Background: an optimization exercise with open tools, aiming at small area. Do not read the settings as production practice.
In this exercise RTL edits were held to simulation tests only and were not proved equivalent to the original.
Power and IR drop assume default switching activity.

west:
Design regfile, start of the top module:
module regfile #(
    parameter int DATA_W = 32,
    parameter int ADDR_W = 5,
    parameter int CNT_W  = 32
) (
    input  logic              clk,
    input  logic              rst,
    input  logic              we,
    input  logic [ADDR_W-1:0] waddr,
    input  logic [DATA_W-1:0] wdata,
    input  logic              re1,
    input  logic [ADDR_W-1:0] raddr1,
    output logic [DATA_W-1:0] rdata1,
    input  logic              re2,
    input  logic [ADDR_W-1:0] raddr2,
    output logic [DATA_W-1:0] rdata2,
    output logic [CNT_W-1:0]  wr_cnt
);
    localparam int DEPTH = 1 << ADDR_W;
    logic [DATA_W-1:0] q     [DEPTH];
    logic [DATA_W-1:0] d     [DEPTH];
    logic [DATA_W-1:0] qt1   [DATA_W];
    logic [DEPTH-1:1]  qt    [DATA_W];
    logic [DEPTH-1:1]  wsel;
    logic [DEPTH-1:1]  valid_q;
    logic [DEPTH-1:1]  rsel1;
    logic [DEPTH-1:1]  rsel2;
    logic [CNT_W-1:0]  wr_cnt_q;
    logic              commit;
    assign commit = we && (waddr != '0);
    always_comb begin
        for (int i = 1; i < DEPTH; i++) begin
            wsel[i] = commit && (waddr == ADDR_W'(i));
        end
    end
    always_ff @(posedge clk or negedge rst) begin
        if (!rst) begin
            valid_q  <= '0;
            wr_cnt_q <= '0;
        end else begin
            valid_q  <= valid_q | wsel;
  ...
clock: 7.0 ns
lec_check: 0
cap_margin: 10
core_margin: 2
core_utilization: 40
place_density: 0.75
setup_slack_margin: 0.2
slew_margin: 10
synth_hierarchical: 1
standard.sh (not shown) runs the stock make flow with config.mk's settings and CLKGATE_MAP_FILE= SYNTH_SCRIPT=/design/flow/synth_recipe.tcl, a recipe that flattens the netlist after the stock synthesis.
==> flow/flow/run.sh <==
#!/bin/bash
# Layout flow: the standard ORFS flow, with two changes after synthesis:
#  - port buffers use the smallest buffer (buf_1) instead of the resizer's pick;
#  - clock tree synthesis inserts no dummy loads and builds from clkbuf_8,
#    with clusters of up to 18 sinks.
# Synthesis is the standard one, unchanged. Each step's output goes to a log here.
set -euo pipefail
bash standard.sh synth > synth.log 2>&1
bash standard.sh \
  "BUFFER_PORTS_ARGS=-buffer_cell sky130_fd_sc_hd__buf_1" \
  "CTS_ARGS=-sink_clustering_enable -repair_clock_nets -dont_use_dummy_load -buf_list sky130_fd_sc_hd__clkbuf_8 -sink_clustering_size 18 -sink_clustering_max_diameter 50" \
  finish > layout.log 2>&1
west finished end to end and its layout was clean on timing, DRC and antenna.
Edits applied to the flow inputs when going from west to middle:
- PLACE_DENSITY removed (was 0.75)
--- outcome ---
For middle and west, there was not a single run that failed to finish clean. Between middle and west, it is middle whose clock-buffer cell count is higher, by about 30%. Overall routing resource usage ended up 2.3 points higher on middle than on west. On detailed-routed wire length on met2: between middle and west, it ends up lower for west. west -> middle: number of placed I/O pins delta 0, exact match. On buffering overhead: between middle and west, it ends up higher for west. On synthesis-to-layout area growth, west tracks middle almost exactly. Largest stage delay on the critical path in middle is 0.18 ns lower than in west. From middle to west, final sequential cell count did not move at all. Between west and middle, the cell area does not differ in any meaningful way. Total power: middle above west.

JK:
The RTL this note starts from:
==> flow/design.v <==
module rf_word_q #(
    parameter int W = 32
) (
    input  logic         clk,
    input  logic [W-1:0] d,
    output logic [W-1:0] q
);
    always_ff @(posedge clk) q <= d;
endmodule
module rf_wmux #(
    parameter int W = 32
) (
    input  logic         sel,
    input  logic         seln,
    input  logic [W-1:0] w,
    input  logic [W-1:0] q,
    output logic [W-1:0] d
);
    assign d = ({W{sel}} & w) | ({W{seln}} & q);
endmodule
module rf_rsel #(
    parameter int N = 32,
    parameter int A = 5
) (
    input  logic         en,
    input  logic [A-1:0] ra,
    input  logic [N-1:1] valid,
    output logic [N-1:1] sel
);
    always_comb begin
        for (int i = 1; i < N; i++) begin
            sel[i] = en && valid[i] && (ra == A'(i));
        end
    end
endmodule
module rf_aoi3 (
    input  logic [2:0] s,
    input  logic [2:0] q,
    output logic       y
);
    assign y = ~|(s & q);
endmodule
module rf_rbit #(
    parameter int N = 32
) (
    input  logic [N-1:1] sel,
    input  logic [N-1:1] q,
    output logic         y
);
    localparam int NG  = (N - 1) / 3;
    localparam int REM = (N - 1) % 3;
    localparam int NT  = NG + (REM != 0 ? 1 : 0);
    logic [NT-1:0] t;
    for (genvar g = 0; g < NG; g++) begin : g_grp
        rf_aoi3 u_aoi (.s(sel[3*g+3:3*g+1]), .q(q[3*g+3:3*g+1]), .y(t[g]));
    end
    if (REM != 0) begin : g_rem
        assign t[NT-1] = ~|(sel[N-1:3*NG+1] & q[N-1:3*NG+1]);
    end
    assign y = ~&t;
endmodule
module regfile #(
    parameter int DATA_W = 32,
    parameter int ADDR_W = 5,
    parameter int CNT_W  = 32
) (
    input  logic              clk,
    input  logic              rst,
    input  logic              we,
    input  logic [ADDR_W-1:0] waddr,
    input  logic [DATA_W-1:0] wdata,
    input  logic              re1,
    input  logic [ADDR_W-1:0] raddr1,
    output logic [DATA_W-1:0] rdata1,
    input  logic              re2,
    input  logic [ADDR_W-1:0] raddr2,
    output logic [DATA_W-1:0] rdata2,
    output logic [CNT_W-1:0]  wr_cnt
);
    localparam int DEPTH = 1 << ADDR_W;
    logic [DATA_W-1:0] q     [DEPTH];
    logic [DATA_W-1:0] d     [DEPTH];
    logic [DATA_W-1:0] qt1   [DATA_W];
    logic [DEPTH-1:1]  qt    [DATA_W];
    logic [DEPTH-1:1]  wsel;
    logic [DEPTH-1:1]  valid_q;
    logic [DEPTH-1:1]  rsel1;
    logic [DEPTH-1:1]  rsel2;
    logic [CNT_W-1:0]  wr_cnt_q;
    logic              commit;
    assign commit = we && (waddr != '0);
    always_comb begin
        for (int i = 1; i < DEPTH; i++) begin
            wsel[i] = commit && (waddr == ADDR_W'(i));
        end
    end
    always_ff @(posedge clk or negedge rst) begin
        if (!rst) begin
            valid_q  <= '0;
            wr_cnt_q <= '0;
        end else begin
            valid_q  <= valid_q | wsel;
            wr_cnt_q <= wr_cnt_q + CNT_W'(commit);
        end
    end
    for (genvar i = 1; i < DEPTH; i++) begin : g_word
        rf_wmux #(.W(DATA_W)) u_wmux (
            .sel(wsel[i]), .seln(!wsel[i]), .w(wdata), .q(q[i]), .d(d[i])
        );
        rf_word_q #(.W(DATA_W)) u_q (.clk(clk), .d(d[i]), .q(q[i]));
        for (genvar b = 0; b < DATA_W; b++) begin : g_t
            assign qt[b][i] = q[i][b];
        end
    end
    rf_rsel #(.N(DEPTH), .A(ADDR_W)) u_rsel1 (
        .en(rst && re1), .ra(raddr1), .valid(valid_q), .sel(rsel1)
    );
    rf_rsel #(.N(DEPTH), .A(ADDR_W)) u_rsel2 (
        .en(rst && re2), .ra(raddr2), .valid(valid_q), .sel(rsel2)
    );
    for (genvar b = 0; b < DATA_W; b++) begin : g_bit
        rf_rbit #(.N(DEPTH)) u_r1 (.sel(rsel1), .q(qt[b]), .y(rdata1[b]));
        rf_rbit #(.N(DEPTH)) u_r2 (.sel(rsel2), .q(qt[b]), .y(rdata2[b]));
    end
    assign wr_cnt = wr_cnt_q;
endmodule
clock: 7.0 ns
lec_check: 0
cap_margin: 20
core_margin: 2
core_utilization: 40
cts_buf_list: sky130_fd_sc_hd__clkbuf_4 sky130_fd_sc_hd__clkbuf_8
setup_slack_margin: 0.2
slew_margin: 20
synth_hierarchical: 1
run.sh (not shown) runs the stock make flow with config.mk's settings and CLKGATE_MAP_FILE= SYNTH_SCRIPT=/design/flow/synth_recipe.tcl, a recipe that flattens the netlist after the stock synthesis.
Stock flow here: none of the scripts above is used.
JK did not stop at any stage, and its layout met the timing, DRC and antenna checks.
Setup changes, JK to MS
- CAP_MARGIN changed from 20 to 10
- CTS_BUF_LIST removed (was sky130_fd_sc_hd__clkbuf_4 sky130_fd_sc_hd__clkbuf_8)
- SLEW_MARGIN changed from 20 to 10
==> flow/flow/run.sh (new file) <==
#!/bin/bash
# Layout flow: the standard ORFS flow, with two changes after synthesis:
#  - port buffers use the smallest buffer (buf_1) instead of the resizer's pick;
#  - clock tree synthesis inserts no dummy loads and builds from clkbuf_8,
#    with clusters of up to 18 sinks.
# Synthesis is the standard one, unchanged. Each step's output goes to a log here.
set -euo pipefail
bash standard.sh synth > synth.log 2>&1
bash standard.sh \
  "BUFFER_PORTS_ARGS=-buffer_cell sky130_fd_sc_hd__buf_1" \
  "CTS_ARGS=-sink_clustering_enable -repair_clock_nets -dont_use_dummy_load -buf_list sky130_fd_sc_hd__clkbuf_8 -sink_clustering_size 18 -sink_clustering_max_diameter 50" \
  finish > layout.log 2>&1
==> flow/standard.sh (new file) <==
#!/bin/bash
# synth_recipe.tcl (not shown) runs the flow's synth.tcl, then flattens the netlist and writes it again
# the make line also repeats each setting of config.mk as NAME=value (left out here)
make -C /OpenROAD-flow-scripts/flow DESIGN_CONFIG=/design/flow/config.mk WORK_HOME=/design/flow/orfs CLKGATE_MAP_FILE= SYNTH_SCRIPT=/design/flow/synth_recipe.tcl "${@:-finish}"
removed: flow/run.sh
Notes after the runs:
Diff MS..JK | area after synthesis | unchanged. Summary of MS over JK: wire length saw an increase; final cell count saw a decrease; highest clock frequency the design can meet saw an increase. Fraction of area in multi-input gates: MS > JK.

## re-timing with driven ports
The flow's constraints put no driver on any port. The routed layouts listed below were extracted and timed again, unchanged, in two steps.
Step 1 (the two cells are an assumption about what drives the block):
set clk [get_ports {clk}]
set_driving_cell -lib_cell sky130_fd_sc_hd__clkbuf_16 $clk
set_driving_cell -lib_cell sky130_fd_sc_hd__buf_2 [delete_from_list [all_inputs] $clk]
Step 2 also shifts input and output timing later by t, the mid clock arrival at the registers, as if the neighbouring blocks saw the same clock.
a / b / c = ideal / step 1 / step 2; a / b = the first two.
run | t, ns | slack for setup (ns) | worst setup path at the end | worst data-port slew with drivers (ns)
west | 0.808 | 0.989 / 0.966 / 0.966 | input to output | 0.15
middle | 0.847 | 0.970 / 0.942 / 0.942 | input to output | 0.11
JK | 0.919 | 0.284 / 0.262 / 0.262 | input to output | 0.12
MS | 0.820 | 0.791 / 0.770 / 0.770 | input to output | 0.13
After both steps setup and hold are still met in every run listed. For middle, which loses most, drivers alone change the setup slack by -0.028 ns; drivers and shift together by -0.028 ns.
